Source: an optimization exercise on an open RTL-to-GDS flow (aim: small area and a short achievable clock period). Production flows keep margins and buffers that such runs may drop.
The RTL was checked by simulation tests, not by an equivalence proof against the original design.

==> job 5331 <==
## awgn_gen
module awgn_gen (
	input  wire logic clk,
	input  wire logic rst_n,
	input  wire logic run,
	input  wire logic [snr_pkg::snr_width-1:0] snr_db,
	input  wire logic snr_load,
	output logic signed [awgn_pkg::sample_width-1:0] awgn_out,
	output logic signed [awgn_pkg::quant_width-1:0] awgn_out_quant,
	output logic signed [snr_pkg::noise_width-1:0] noise_out,
	output logic sample_valid,
	output logic snr_err
);
==> module clt_sum, before the edit <==
module clt_sum (
	input  wire logic clk,
	input  wire logic rst_n,
	input  wire logic [awgn_pkg::num_sources-1:0] fa,
	input  wire logic [awgn_pkg::num_sources-1:0] fac,
	input  wire logic stepped,
	output awgn_pkg::clt_word_u sum_word
);
	localparam logic [31:0] first_sum = 32'hfbf91a62;
	logic [3:0] n0, m;
	logic first;
	logic [31:0] y;
	logic [2:0] delta;
	logic [3:0] low2;
	logic kp, km, ko_p, ko_m;
	logic [21:0] y_mid, inc_pref, dec_pref, mid;
	logic [7:0] top_0, top_p, top_m, top;
	logic [31:0] next_sum;
	function automatic logic [1:0] fadd(input logic x, input logic y, input logic z);
		fadd = {(x & y) | (x & z) | (y & z), x ^ y ^ z};
	endfunction
	function automatic logic [3:0] count12(input logic [11:0] v);
		logic [1:0] l0, l1, l2, l3, w1, w2, w3;
		logic b0, h, b1, x4, b2, b3;
		l0 = fadd(v[0], v[1], v[2]);
		l1 = fadd(v[3], v[4], v[5]);
		l2 = fadd(v[6], v[7], v[8]);
		l3 = fadd(v[9], v[10], v[11]);
		w1 = fadd(l0[0], l1[0], l2[0]);        
		w2 = fadd(l0[1], l1[1], l2[1]);        
		w3 = fadd(w1[1], w2[0], l3[1]);        
		b0 = w1[0] ^ l3[0];
		h = w1[0] & l3[0];
		b1 = h ^ w3[0];
		x4 = w2[1] ^ w3[1];
		b2 = x4 ^ (h & w3[0]);
		b3 = (w2[1] & w3[1]) | (x4 & h & w3[0]);
		count12 = {b3, b2, b1, b0};
	endfunction
	function automatic logic [15:0] add8x2(input logic [7:0] a, input logic [7:0] b);
		logic [7:0] g, p, gg, pp;
		g = a & b;
		p = a ^ b;
		gg = g;
		pp = p;
		for (int d = 1; d < 8; d = d * 2)
			for (int i = 7; i >= d; i--) begin
				gg[i] = gg[i] | (pp[i] & gg[i-d]);
				pp[i] = pp[i] & pp[i-d];
			end
		add8x2 = {p ^ {gg[6:0] | pp[6:0], 1'b1}, p ^ {gg[6:0], 1'b0}};
	endfunction
	always_ff @(posedge clk) begin
		n0 <= count12(fa);
		m  <= count12(fac);
	end
	assign y = {sum_word.sample[31], sum_word.sample[31:1]};
	assign delta = 3'd3 - n0[3:1];
	assign low2 = {2'b00, y[1:0]} + {delta[2], delta};
	assign kp = low2[2] & ~low2[3];
	assign km = low2[3];
	assign y_mid = y[23:2];
	always_comb begin
		inc_pref[0] = 1'b1;
		dec_pref[0] = 1'b1;
		for (int j = 1; j < 22; j++) begin
			inc_pref[j] = inc_pref[j-1] & y_mid[j-1];
			dec_pref[j] = dec_pref[j-1] & ~y_mid[j-1];
		end
	end
	assign mid = y_mid ^ ({22{kp}} & inc_pref) ^ ({22{km}} & dec_pref);
	assign ko_p = kp & (&y_mid);
	assign ko_m = km & ~(|y_mid);
	function automatic logic [15:0] csa_top(input logic [7:0] yt, input logic [3:0] n, input logic [3:0] mm, input logic [7:0] c);
		logic [7:0] r1, r2, r3, r4, s1, c1, s2, c2;
		r1 = yt;
		r2 = {4'b0, n} | ({1'b0, n, 3'b0} & 8'h70);
		r3 = {3'b0, ~mm, 1'b0};
		r4 = c | {4'b0, n[0], 3'b0};    
		s1 = r1 ^ r2 ^ r3;
		c1 = {(r1[6:0] & r2[6:0]) | (r1[6:0] & r3[6:0]) | (r2[6:0] & r3[6:0]), 1'b0};
		s2 = s1 ^ c1 ^ r4;
		c2 = {(s1[6:0] & c1[6:0]) | (s1[6:0] & r4[6:0]) | (c1[6:0] & r4[6:0]), 1'b0};
		csa_top = {s2, c2};
	endfunction
	logic [7:0] sa, ca, sb, cb, top_x;
	assign {sa, ca} = csa_top(y[31:24], n0, m, 8'hb1);
	assign {sb, cb} = csa_top(y[31:24], n0, m, 8'hb2);
	assign {top_0, top_m} = add8x2(sa, ca);
	assign {top_p, top_x} = add8x2(sb, cb);
	assign top = ko_p ? top_p : (ko_m ? top_m : top_0);
	assign next_sum = {top, mid, low2[1:0]};
	always_ff @(posedge clk or negedge rst_n) begin
		if (!rst_n) begin
			sum_word.sample <= '0;
			first <= 1'b1;
		end else begin
			first <= 1'b0;
			if (stepped)
				sum_word.sample <= next_sum;
			else if (first)
				sum_word.sample <= first_sum;
		end
	end
endmodule
==> flow/config.mk <==
export PLATFORM = sky130hd
export DESIGN_NAME = awgn_gen
export DESIGN_NICKNAME = awgn_gen
export VERILOG_FILES = /design/flow/design.v
export SDC_FILE = /design/flow/constraint.sdc
export NUM_CORES = 4
export LEC_CHECK = 0
export ABC_CLOCK_PERIOD_IN_PS = 2000
export CAP_MARGIN = 20
export CORE_MARGIN = 2
export CORE_UTILIZATION = 40
export SETUP_SLACK_MARGIN = 5.0
export SLEW_MARGIN = 20
export SYNTH_MEMORY_MAX_BITS = 16384
==> flow/constraint.sdc <==
create_clock -name core_clock -period 7.5 [get_ports {clk}]
set_input_delay 1.5000 -clock core_clock [delete_from_list [all_inputs] [get_ports {clk}]]
set_output_delay 1.5000 -clock core_clock [all_outputs]
set_load 0.01 [all_outputs]
run.sh (not shown) runs the stock make flow with config.mk's settings and CLKGATE_MAP_FILE= SYNTH_SCRIPT=/design/flow/synth_recipe.tcl, a recipe that flattens the netlist after the stock synthesis.
==> job 6388: changes against job 5331 <==
--- a/flow/design.v
+++ b/flow/design.v
@@ -195,54 +195,26 @@
 	localparam logic [31:0] first_sum = 32'hfbf91a62;
 	logic [3:0] n0, m;
 	logic first;
-	logic [31:0] y;
-	logic [2:0] delta;
-	logic [3:0] low2;
-	logic kp, km, ko_p, ko_m;
-	logic [21:0] y_mid, inc_pref, dec_pref, mid;
-	logic [7:0] top_0, top_p, top_m, top;
 	logic [31:0] next_sum;
-	function automatic logic [1:0] fadd(input logic x, input logic y, input logic z);
-		fadd = {(x & y) | (x & z) | (y & z), x ^ y ^ z};
-	endfunction
 	function automatic logic [3:0] count12(input logic [11:0] v);
-		logic [1:0] l0, l1, l2, l3, w1, w2, w3;
-		logic b0, h, b1, x4, b2, b3;
-		l0 = fadd(v[0], v[1], v[2]);
-		l1 = fadd(v[3], v[4], v[5]);
-		l2 = fadd(v[6], v[7], v[8]);
-		l3 = fadd(v[9], v[10], v[11]);
-		w1 = fadd(l0[0], l1[0], l2[0]);        
-		w2 = fadd(l0[1], l1[1], l2[1]);        
-		w3 = fadd(w1[1], w2[0], l3[1]);        
-		b0 = w1[0] ^ l3[0];
-		h = w1[0] & l3[0];
-		b1 = h ^ w3[0];
-		x4 = w2[1] ^ w3[1];
-		b2 = x4 ^ (h & w3[0]);
-		b3 = (w2[1] & w3[1]) | (x4 & h & w3[0]);
-		count12 = {b3, b2, b1, b0};
-	endfunction
-	function automatic logic [15:0] add8x2(input logic [7:0] a, input logic [7:0] b);
-		logic [7:0] g, p, gg, pp;
-		g = a & b;
-		p = a ^ b;
-		gg = g;
-		pp = p;
-		for (int d = 1; d < 8; d = d * 2)
-			for (int i = 7; i >= d; i--) begin
-				gg[i] = gg[i] | (pp[i] & gg[i-d]);
-				pp[i] = pp[i] & pp[i-d];
-			end
-		add8x2 = {p ^ {gg[6:0] | pp[6:0], 1'b1}, p ^ {gg[6:0], 1'b0}};
+		count12 = 4'(v[0]) + 4'(v[1]) + 4'(v[2]) + 4'(v[3]) + 4'(v[4]) + 4'(v[5])
+			+ 4'(v[6]) + 4'(v[7]) + 4'(v[8]) + 4'(v[9]) + 4'(v[10]) + 4'(v[11]);
 	endfunction
 	always_ff @(posedge clk) begin
 		n0 <= count12(fa);
 		m  <= count12(fac);
 	end
+	logic [31:0] y;
+	logic [4:0] low_sum;
+	logic signed [2:0] delta;
+	logic signed [3:0] low2;
+	logic kp, km, ko_p, ko_m;
+	logic [21:0] y_mid, inc_pref, dec_pref, mid;
+	logic [7:0] b0, bm, bsel, top;
 	assign y = {sum_word.sample[31], sum_word.sample[31:1]};
-	assign delta = 3'd3 - n0[3:1];
-	assign low2 = {2'b00, y[1:0]} + {delta[2], delta};
+	assign low_sum = 5'd6 + {4'b0, sum_word.sample[0]} - {1'b0, n0};
+	assign delta = low_sum[3:1];
+	assign low2 = $signed({2'b0, y[1:0]}) + delta;
 	assign kp = low2[2] & ~low2[3];
 	assign km = low2[3];
 	assign y_mid = y[23:2];
@@ -257,24 +229,10 @@
 	assign mid = y_mid ^ ({22{kp}} & inc_pref) ^ ({22{km}} & dec_pref);
 	assign ko_p = kp & (&y_mid);
 	assign ko_m = km & ~(|y_mid);
-	function automatic logic [15:0] csa_top(input logic [7:0] yt, input logic [3:0] n, input logic [3:0] mm, input logic [7:0] c);
-		logic [7:0] r1, r2, r3, r4, s1, c1, s2, c2;
-		r1 = yt;
-		r2 = {4'b0, n} | ({1'b0, n, 3'b0} & 8'h70);
-		r3 = {3'b0, ~mm, 1'b0};
-		r4 = c | {4'b0, n[0], 3'b0};    
-		s1 = r1 ^ r2 ^ r3;
-		c1 = {(r1[6:0] & r2[6:0]) | (r1[6:0] & r3[6:0]) | (r2[6:0] & r3[6:0]), 1'b0};
-		s2 = s1 ^ c1 ^ r4;
-		c2 = {(s1[6:0] & c1[6:0]) | (s1[6:0] & r4[6:0]) | (c1[6:0] & r4[6:0]), 1'b0};
-		csa_top = {s2, c2};
-	endfunction
-	logic [7:0] sa, ca, sb, cb, top_x;
-	assign {sa, ca} = csa_top(y[31:24], n0, m, 8'hb1);
-	assign {sb, cb} = csa_top(y[31:24], n0, m, 8'hb2);
-	assign {top_0, top_m} = add8x2(sa, ca);
-	assign {top_p, top_x} = add8x2(sb, cb);
-	assign top = ko_p ? top_p : (ko_m ? top_m : top_0);
+	assign b0 = 8'(4'd9 * n0) - {3'b0, m, 1'b0} - 8'd48;
+	assign bm = 8'(4'd9 * n0) - {3'b0, m, 1'b0} - 8'd49;
+	assign bsel = ko_m ? bm : b0;
+	assign top = y[31:24] + bsel + {7'b0, ko_p};
 	assign next_sum = {top, mid, low2[1:0]};
 	always_ff @(posedge clk or negedge rst_n) begin
 		if (!rst_n) begin
- ABC_CLOCK_PERIOD_IN_PS: 2000 -> unset
- SETUP_SLACK_MARGIN: 5.0 -> unset
==> job 8474: changes against job 5331 <==
- SETUP_SLACK_MARGIN: 5.0 -> 4.6
==> comparison <==
- Between job 5331 and job 8474, the lower clock skew is in job 8474 (gap 1.0 ps).
- The highest wire length belongs to job 5331, the lowest to job 6388.
- In sequential cell count, job 6388 and job 5331 do not differ.
- Cell count, highest first: job 5331, job 8474, job 6388.
- Global-route usage: job 6388 < job 8474 < job 5331.
- Core utilization, lowest first: job 6388, job 8474, job 5331.
- Design area, highest first: job 5331, job 8474, job 6388.
- Job 6388 completed without violations. Job 5331 passed the timing, design-rule and antenna checks. Job 8474 went through all stages and came out clean.
- Against job 5331, the synthesized cell count of job 6388 is higher by 3.6%.
- In area after synthesis, job 5331 and job 8474 do not differ.

## re-timing with driven ports
The results above use ideal ports. As a check the final layouts listed here were re-extracted and re-timed, cells and wires unchanged. Step 1, drivers: a clkbuf_16 drives clk and a buf_2 each remaining input, both assumed. Step 2 adds t to the input delays and takes it off the output delays; t is the mean of the earliest and latest rising clock arrival at the registers after step 1. Input paths then give back, and output paths get back, about the clock's delay inside the block. Three values: ideal, step 1, step 2; two values: the first two.
run	shift t [ns]	slack for setup (ns)	worst hold slack (ns)	worst setup path after step 2
job 5331	0.406	4.893 / 4.888 / 4.687	0.353 / 0.353 / 0.353	input to register
job 6388	0.392	2.988 / 2.988 / 2.988	0.347 / 0.347 / 0.347	register to register
job 8474	0.390	4.644 / 4.604 / 4.436	0.353 / 0.353 / 0.353	input to register
After both steps every run listed still meets setup and hold. For job 8474, which loses most, drivers alone change the setup slack by -0.040 ns; drivers and shift together by -0.208 ns.
